Background: an optimization exercise with open tools, aiming at small area, a short achievable clock period and few clock cycles. Do not read the settings as production practice.
Only simulation tests tie the RTL to the original design; equivalence was not proved.

==> flow/config.mk <==
export PLATFORM = sky130hd
export DESIGN_NAME = ntt_core
export DESIGN_NICKNAME = ntt_core
export VERILOG_FILES = /design/flow/design.v
export SDC_FILE = /design/flow/constraint.sdc
export NUM_CORES = 4
export LEC_CHECK = 0
export CAP_MARGIN = 20
export CORE_MARGIN = 2
export CORE_UTILIZATION = 40
export SLEW_MARGIN = 20
==> flow/run.sh <==
#!/bin/bash
# synth_recipe.tcl (not shown) runs the flow's synth.tcl, then flattens the netlist and writes it again
# the make line also repeats each setting of config.mk as NAME=value (left out here)
make -C /OpenROAD-flow-scripts/flow DESIGN_CONFIG=/design/flow/config.mk WORK_HOME=/design/flow/orfs CLKGATE_MAP_FILE= SYNTH_SCRIPT=/design/flow/synth_recipe.tcl finish
==> flow/design.v <==
`default_nettype none
module ntt_core (
    input  logic        clk,
    input  logic        reset,
    input  logic        cmd_valid,
    output logic        cmd_ready,
    input  logic [1:0]  cmd,
    input  logic        in_valid,
    output logic        in_ready,
    input  logic [12:0] in_data,
    output logic        out_valid,
    input  logic        out_ready,
    output logic [12:0] out_data,
    output logic        busy
);
    localparam logic [13:0] Q = 14'd7681;
    function automatic logic [12:0] mod_add(input logic [12:0] a, input logic [12:0] b);
        logic [13:0] s;
        logic [13:0] t;
        s = {1'b0, a} + {1'b0, b};
        t = s - Q;
        mod_add = t[13] ? s[12:0] : t[12:0];
    endfunction
    function automatic logic [12:0] mod_sub(input logic [12:0] a, input logic [12:0] b);
        logic [13:0] d;
        logic [13:0] t;
        d = {1'b0, a} - {1'b0, b};
        t = d + Q;
        mod_sub = d[13] ? t[12:0] : d[12:0];
    endfunction
    function automatic logic [12:0] k2red(input logic [25:0] c);
        logic [18:0] t1;   
        logic [14:0] t2;   
        logic [14:0] tp, tm;
        t1 = {6'd0, c[8:0], 4'd0} - {10'd0, c[8:0]} - {2'd0, c[25:9]};
        t2 = {2'd0, t1[8:0], 4'd0} - {6'd0, t1[8:0]} - {{5{t1[18]}}, t1[18:9]};
        tp = t2 + 15'd7681;
        tm = t2 - 15'd7681;
        if (t2[14]) k2red = tp[12:0];
        else if (!tm[14]) k2red = tm[12:0];
        else k2red = t2[12:0];
    endfunction
    function automatic logic [12:0] imul(input logic [12:0] x);
        imul = k2red({5'd0, x, 8'd0} - {12'd0, x, 1'b0});
    endfunction
    function automatic logic [12:0] tw_rom(input logic [2:0] r, input logic [2:0] e);
        logic [12:0] v;
        v = 13'd0;
        case ({r, e})
            {3'd0, 3'd0}: v = 13'd7103; {3'd0, 3'd1}: v = 13'd2634; {3'd0, 3'd2}: v = 13'd5538;
            {3'd0, 3'd3}: v = 13'd7427; {3'd0, 3'd4}: v = 13'd6819; {3'd0, 3'd5}: v = 13'd578;
            {3'd1, 3'd0}: v = 13'd1095; {3'd1, 3'd1}: v = 13'd862;  {3'd1, 3'd2}: v = 13'd3281;
            {3'd1, 3'd3}: v = 13'd254;  {3'd1, 3'd4}: v = 13'd5047; {3'd1, 3'd5}: v = 13'd6586;
            {3'd2, 3'd0}: v = 13'd3281; {3'd2, 3'd1}: v = 13'd5047; {3'd2, 3'd2}: v = 13'd6586;
            {3'd2, 3'd3}: v = 13'd7427; {3'd2, 3'd4}: v = 13'd862;  {3'd2, 3'd5}: v = 13'd4400;
            {3'd3, 3'd0}: v = 13'd5538; {3'd3, 3'd1}: v = 13'd6819; {3'd3, 3'd2}: v = 13'd578;
            {3'd3, 3'd3}: v = 13'd254;  {3'd3, 3'd4}: v = 13'd2634; {3'd3, 3'd5}: v = 13'd2143;
            {3'd4, 3'd0}: v = 13'd2143; {3'd4, 3'd1}: v = 13'd6819; {3'd4, 3'd2}: v = 13'd7103;
            {3'd4, 3'd3}: v = 13'd254;  {3'd4, 3'd4}: v = 13'd2634; {3'd4, 3'd5}: v = 13'd5538;
            {3'd5, 3'd0}: v = 13'd4400; {3'd5, 3'd1}: v = 13'd5047; {3'd5, 3'd2}: v = 13'd1095;
            {3'd5, 3'd3}: v = 13'd7427; {3'd5, 3'd4}: v = 13'd862;  {3'd5, 3'd5}: v = 13'd3281;
            {3'd6, 3'd0}: v = 13'd6586; {3'd6, 3'd1}: v = 13'd862;  {3'd6, 3'd2}: v = 13'd4400;
            {3'd6, 3'd3}: v = 13'd254;  {3'd6, 3'd4}: v = 13'd5047; {3'd6, 3'd5}: v = 13'd1095;
            {3'd7, 3'd0}: v = 13'd578;  {3'd7, 3'd1}: v = 13'd2634; {3'd7, 3'd2}: v = 13'd2143;
            {3'd7, 3'd3}: v = 13'd7427; {3'd7, 3'd4}: v = 13'd6819; {3'd7, 3'd5}: v = 13'd7103;
            default: v = 13'd0;
        endcase
        tw_rom = v;
    endfunction
    localparam logic [1:0] S_IDLE = 2'd0;
    localparam logic [1:0] S_LTW  = 2'd1;
    localparam logic [1:0] S_LD   = 2'd2;
    localparam logic [1:0] S_POST = 2'd3;
    localparam logic [5:0] ST_O1   = 6'd24;   
    localparam logic [5:0] ST_WIN  = 6'd27;   
    localparam logic [5:0] ST_LAST = 6'd42;   
    logic [1:0] state;
    logic [5:0] st;
    logic       run_ok;     
    logic       win;        
    logic [2:0] root;       
    logic       sigma;      
    logic cmd_fire, in_fire, out_fire, adv;
    assign cmd_ready = (state == S_IDLE) || (state == S_POST && !run_ok);
    assign busy      = !cmd_ready;
    assign in_ready  = (state == S_LTW) || (state == S_LD);
    assign out_valid = win && run_ok;
    assign cmd_fire  = cmd_valid && cmd_ready;
    assign in_fire   = in_valid && in_ready;
    assign out_fire  = out_valid && out_ready;
    always_comb begin
        case (state)
            S_LD:    adv = in_valid;
            S_POST:  adv = !win || (run_ok && out_ready);
            default: adv = 1'b0;
        endcase
    end
    logic [2:0] root_dec;
    always_comb begin
        case (in_data)
            13'd527:  root_dec = 3'd0;
            13'd583:  root_dec = 3'd1;
            13'd849:  root_dec = 3'd2;
            13'd1728: root_dec = 3'd3;
            13'd5953: root_dec = 3'd4;
            13'd6832: root_dec = 3'd5;
            13'd7098: root_dec = 3'd6;
            default:  root_dec = 3'd7;
        endcase
    end
    always_ff @(posedge clk or posedge reset) begin
        if (reset) begin
            state  <= S_IDLE;
            st     <= '0;
            run_ok <= 1'b0;
            win    <= 1'b0;
            root   <= '0;
            sigma  <= 1'b0;
        end else begin
            case (state)
                S_IDLE: begin
                    st     <= '0;
                    run_ok <= 1'b0;
                    win    <= 1'b0;
                    if (cmd_fire) begin
                        case (cmd)
                            2'd0:    state <= S_LTW;
                            2'd1:    state <= S_LD;
                            default: state <= S_IDLE;   
                        endcase
                    end
                end
                S_LTW: begin
                    if (in_fire) begin
                        st <= st + 6'd1;
                        if (st == 6'd1) begin
                            root  <= root_dec;
                            sigma <= (root_dec == 3'd1) || (root_dec == 3'd3) ||
                                     (root_dec == 3'd4) || (root_dec == 3'd6);
                        end
                        if (st == 6'd7) begin
                            state <= S_IDLE;
                        end
                    end
                end
                S_LD: begin
                    if (in_fire) begin
                        st <= st + 6'd1;
                        if (st == 6'd15) begin
                            state <= S_POST;
                        end
                    end
                end
                S_POST: begin
                    if (cmd_fire && cmd == 2'd2) begin
                        run_ok <= 1'b1;
                    end
                    if (adv) begin
                        st <= st + 6'd1;
                        if (st == ST_WIN - 6'd1) begin
                            win <= 1'b1;
                        end
                        if (st == ST_LAST) begin
                            state <= S_IDLE;
                            win   <= 1'b0;
                        end
                    end
                end
                default: state <= S_IDLE;
            endcase
        end
    end
    logic [12:0] sr [13];
    always_ff @(posedge clk) begin
        if (state == S_LD && in_fire) begin
            sr[0] <= in_data;
            for (int k = 1; k < 13; k++) sr[k] <= sr[k-1];
        end
    end
    logic [12:0] c1_sac, c1_dac, c1_sbd, c1_dbd;
    logic [12:0] c2_t, c2_dac;
    logic [12:0] y [16];   
    logic [12:0] im_in, im_out;
    logic [12:0] o1_a, o1_b, o2_a, o2_t;
    logic        o2_neg;
    always_ff @(posedge clk) begin
        if (adv) begin
            c1_sac <= mod_add(sr[12], sr[4]);
            c1_dac <= mod_sub(sr[12], sr[4]);
            c1_sbd <= mod_add(sr[8], sr[0]);
            c1_dbd <= mod_sub(sr[8], sr[0]);
            c2_t   <= im_out;
            c2_dac <= c1_dac;
        end
    end
    logic [3:0]  m1_idx;    
    logic [2:0]  m1_e;      
    logic        m1_on;
    always_comb begin
        m1_on  = 1'b1;
        m1_idx = 4'd0;
        m1_e   = 3'd0;
        case (st)
            6'd16: begin m1_idx = 4'd6;  m1_e = 3'd1; end   
            6'd17: begin m1_idx = 4'd5;  m1_e = 3'd0; end   
            6'd18: begin m1_idx = 4'd9;  m1_e = 3'd1; end   
            6'd19: begin m1_idx = 4'd13; m1_e = 3'd2; end   
            6'd20: begin m1_idx = 4'd10; m1_e = 3'd3; end   
            6'd21: begin m1_idx = 4'd14; m1_e = 3'd4; end   
            6'd22: begin m1_idx = 4'd7;  m1_e = 3'd2; end   
            6'd23: begin m1_idx = 4'd11; m1_e = 3'd4; end   
            6'd24: begin m1_idx = 4'd15; m1_e = 3'd5; end   
            default: m1_on = 1'b0;
        endcase
    end
    logic [12:0] m_a, m_b;
    logic [25:0] m_p;
    logic [3:0]  m2_idx, m3_idx;
    logic [12:0] m_res;
    always_ff @(posedge clk) begin
        m_a    <= y[m1_idx];
        m_b    <= tw_rom(root, m1_e);
        m2_idx <= m1_idx;
        m_p    <= m_a * m_b;
        m3_idx <= m2_idx;
    end
    assign m_res = k2red(m_p);
    logic m3_on;
    assign m3_on = (state == S_POST) && (st >= 6'd18) && (st <= 6'd26);
    assign im_in  = (st <= 6'd17) ? c1_dbd : o1_b;
    assign im_out = imul(im_in);
    logic       c2_on, c3_on;
    logic [1:0] c2_col, c3_col;
    assign c2_on  = (st >= 6'd14) && (st <= 6'd17) && (state == S_LD || state == S_POST);
    assign c3_on  = (st >= 6'd15) && (st <= 6'd18) && (state == S_LD || state == S_POST);
    assign c2_col = 2'(st - 6'd14);
    assign c3_col = 2'(st - 6'd15);
    logic [12:0] y1_new, y3_new;
    assign y1_new = sigma ? mod_add(c2_dac, c2_t) : mod_sub(c2_dac, c2_t);
    assign y3_new = sigma ? mod_sub(c2_dac, c2_t) : mod_add(c2_dac, c2_t);
    always_ff @(posedge clk) begin
        if (adv) begin
            for (int k = 0; k < 16; k++) begin
                if (c2_on && k == 4 * int'(c2_col)) y[k] <= mod_add(c1_sac, c1_sbd);
                if (c2_on && k == 4 * int'(c2_col) + 2) y[k] <= mod_sub(c1_sac, c1_sbd);
                if (c3_on && k == 4 * int'(c3_col) + 1) y[k] <= y1_new;
                if (c3_on && k == 4 * int'(c3_col) + 3) y[k] <= y3_new;
                if (m3_on && k == int'(m3_idx)) y[k] <= m_res;
            end
        end
    end
    logic [3:0] o1_s;
    logic [1:0] o1_p;
    logic       o1_qodd;
    logic       o2_qodd, o2_negn;
    assign o1_s    = 4'(st - ST_O1);
    assign o1_p    = o1_s[1:0];
    assign o1_qodd = o1_s[2];
    logic [12:0] y0p, y1p, y2p, y3p;
    assign y0p = y[{2'd0, o1_p}];
    assign y1p = y[{2'd1, o1_p}];
    assign y2p = y[{2'd2, o1_p}];
    assign y3p = y[{2'd3, o1_p}];
    logic [12:0] o3_x;
    always_ff @(posedge clk) begin
        if (adv) begin
            o1_a    <= o1_qodd ? mod_sub(y0p, y2p) : mod_add(y0p, y2p);
            o1_b    <= o1_qodd ? mod_sub(y1p, y3p) : mod_add(y1p, y3p);
            o2_qodd <= o1_qodd;
            o2_negn <= (o1_s[3:2] == 2'd2) || (o1_s[3:2] == 2'd1 && !sigma) ||
                       (o1_s[3:2] == 2'd3 && sigma);
            o2_a    <= o1_a;
            o2_t    <= o2_qodd ? im_out : o1_b;
            o2_neg  <= o2_negn;
            o3_x    <= o2_neg ? mod_sub(o2_a, o2_t) : mod_add(o2_a, o2_t);
        end
    end
    assign out_data = o3_x;
endmodule
`default_nettype wire
==> flow/constraint.sdc <==
create_clock -name core_clock -period 12.0 [get_ports {clk}]
set_input_delay 2.4000 -clock core_clock [delete_from_list [all_inputs] [get_ports {clk}]]
set_output_delay 2.4000 -clock core_clock [all_outputs]
set_load 0.01 [all_outputs]
==> results_dict.tcl <==
set metrics [dict create \
    outcome "timing/DRC/antenna clean" \
    numPortBuffers 36 \
    fin_crit_ps 10590 \
    fin_tns_setup_ps 0 \
    initial_core_util_pct 40.3 \
    cp_slowest_cell "a41oi_1" \
    routed_wl_um 169000 \
    area_delta_synth_final_pct 9.01 \
    num_rows 130 \
    postSynthAreaPerCell_um2 9.23 \
    regMostFlops "y" \
    drc 0 \
    synth_seq_area_share_pct 34.2 \
    grt_pass1_vias 39700 \
    setup_viol 0 \
    wire_per_inst_um 23.7 \
    clk_pin_slew_ps 70 \
    nNetsFinal 5933 \
    worstPathRequired_ps 12390 \
    pre_cts_ws_ps 1560 \
    clockBufferDepth 3 \
    syn_nets 6003 \
    fmax_mhz 94.5 \
    syn_area_um2 50500 \
    cts_resized 0 \
    cts_setup_buffers 0 \
    dp_hpwl_um 128000 \
    insertion_delay_ps 690 \
    endpoint_kind "flip-flop" \
    grt_pass1_wl_um 250000 \
    hold_class "reg2reg" \
    ys_async_sr_fraction_pct 2.35 \
    arrival_ps 10980 \
    routed.top_layer "met5" \
    dr.pass1.iters 9 \
    fin_cells 7109 \
    place.gp.congestion 1.04 \
    numCtsBuffers 71 \
    critPathKind "reg2reg" \
    io_pins 37 \
    worstMarginPinSlew_ps 1290 \
    yosysTopAreaCell "edfxtp_1" \
    cap_violations 0 \
    numClockSinks 597 \
    wl_met3_um 14100 \
    synthTopCellsByArea "edfxtp_1, ha_1, fa_1, xnor2_1, nand2_1" \
    hold_buffers 0 \
    finalHoldViolCount 0 \
    relSlewSlack_pct 13.8 \
    met1Wirelength_um 68400 \
    synth_cell_types 124 \
    yosysWarnings 3 \
    reg_top3 "y: 208 flops, sr: 169 flops, m_p: 26 flops" \
    worstSetupStartpointType "flip-flop" \
    cts_max_level 3 \
    grt_overflow_total 0 \
    syn-instance-count 5470 \
    rsz0062_at_grt "false" \
    fin_crit_sh_pct 88.2 \
    reg2regPathDepth 37 \
    synthFlopType "edfxtp_1" \
    slew_viol_final 0 \
    met2_length_um 75800 \
    drive_above_1_share_pct 6.85 \
    die_height_um 359 \
    vias 42600 \
    grt_max_degree 92 \
    synth_edf_count 523 \
    die-area_um2 129000 \
    synth_top_area_share_pct 31.1 \
    final_antenna_net_count 0 \
    viasPerCell 5.99 \
    chipWidth_um 359 \
    drt_iter0_drc 4831 \
    worst_slack_ps 1410 \
    worstPathMaxFanout 22 \
    cp_common_cell "ha_1" \
    cts_root_buf "clkbuf_16" \
    max_stage_delay_ps 860 \
    core_area_um2 125000 \
    antenna_found_initial 4 \
    dp_cells 6977 \
    grtUsageTotal_pct 25.4 \
    clock_skew_ps 45.3 \
    cts_tree "built" \
    largest_reg_flops 208 \
    synth-seq-cells 597 \
    worstHoldPathCells 0 \
]
## through the flow
step	hold WS [ps]	util, %	area [um2]
floorplan	310	-	50500
global placement	313	41.9	52600
detailed placement	313	41.9	52600
CTS	327	43.9	55000
global route	335	43.9	55100
finish	326	43.9	55100
## cell usage in the layout, fill, tap and decap left out, drive strengths merged, types with 139 or more instances in the layout
master,instances
a22oi,143
edfxtp,523
nor2,418
a21oi,307
o21ai,275
fa,139
nor3,153
xnor2,290
inv,462
nand2,471
ha,374
## per-layer routing
layer | track usage, % | up-vias
met5 | 0 | -
met4 | 13.7 | 2
met3 | 4.90 | 442
met2 | 40.2 | 1821
met1 | 32.6 | 20500
li1 | - | 19800
## cell type report
class	count	area, um2
Antenna cell	2	5.00
Clock buffer	84	1840
Clock inverter	46	596
Fill cell	12100	70300
Inverter	458	1720
Multi-Input combinational cell	4158	30600
Sequential cell	597	17300
Tap cell	1650	2060
Timing Repair Buffer	114	953
## logic make-up (layout without fill, tap and decap cells)
group	Yosys count	in the layout	synth area share [%]
flip-flops	597	597	34.2
AO/OA/AOI/OAI	1453	1453	19.8
buffers and inverters	715	702	5.58
adder cells (fa/ha/maj)	518	518	14.9
multiplexers	112	112	2.33
AND/OR/NAND/NOR	1669	1669	16.1
other	0	2	0
XOR/XNOR	406	406	7.13
## worst max-delay path: cells and delay by family (launching register included)
family | cells | cell delay, ps
fa+ha+maj | 9 | 3230
mux | 2 | 720
compound gates | 11 | 3040
xor+xnor | 4 | 1030
simple gates | 7 | 1190
flops | 1 | 520
buf+inv | 4 | 530
## cell usage after synthesis, types with 47 or more instances
cell type,number
xnor2_1,285
a22oi_1,143
nand3_1,123
edfxtp_1,523
clkbuf_1,194
a21o_1,68
a21oi_1,306
nor2_1,416
ha_1,374
nand2b_1,47
inv_1,454
nor3_1,153
xor2_1,115
o21ai_0,267
dfxtp_1,60
and2_1,110
nand4_1,51
fa_1,139
nor2b_1,50
a31oi_1,97
and3_1,51
nand2_1,470
mux2i_1,78
## path summary, 6_finish.rpt
check                                  startpoint                  end  slack, ps
worst max-delay path            st[1]$_DFFE_PP0P_    o2_t[2]$_DFFE_PP_       1410
worst min-delay path            m2_idx[3]$_DFF_P_    m3_idx[3]$_DFF_P_        330
worst max register to register  st[1]$_DFFE_PP0P_    o2_t[2]$_DFFE_PP_       1410
worst min register to register  m2_idx[3]$_DFF_P_    m3_idx[3]$_DFF_P_        330
max in group asynchronous                   reset  root[1]$_DFFE_PP0P_       9080
min in group asynchronous                   reset    st[1]$_DFFE_PP0P_       2250
Testbench counts, summed over its fixed seeds: cycles 8,448.

[port drivers added, routing unchanged]
No port has a modelled driver above. Below, the same layout with a new extraction and two added sets of constraints. Step 1 assumes that a clkbuf_16 drives the clock port and a buf_2 every other input. Step 2, shift: input delay + t, output delay - t, t = (earliest + latest rising clock arrival at the registers) / 2. This alone moves slack from input paths to output paths. a / b / c = ideal / step 1 / step 2; a / b = the first two.
t (ns): 0.737
slack for setup (ns): 1.414 / 1.414 / 1.414
hold WS [ns]: 0.326 / 0.326 / 0.326
worst data-port slew with drivers (ns): 0.14
cell pins on the clock port's net: 1
After both steps setup and hold are still met in this run. For this run, drivers alone change the setup slack by 0.000 ns; drivers and shift together by 0.000 ns.
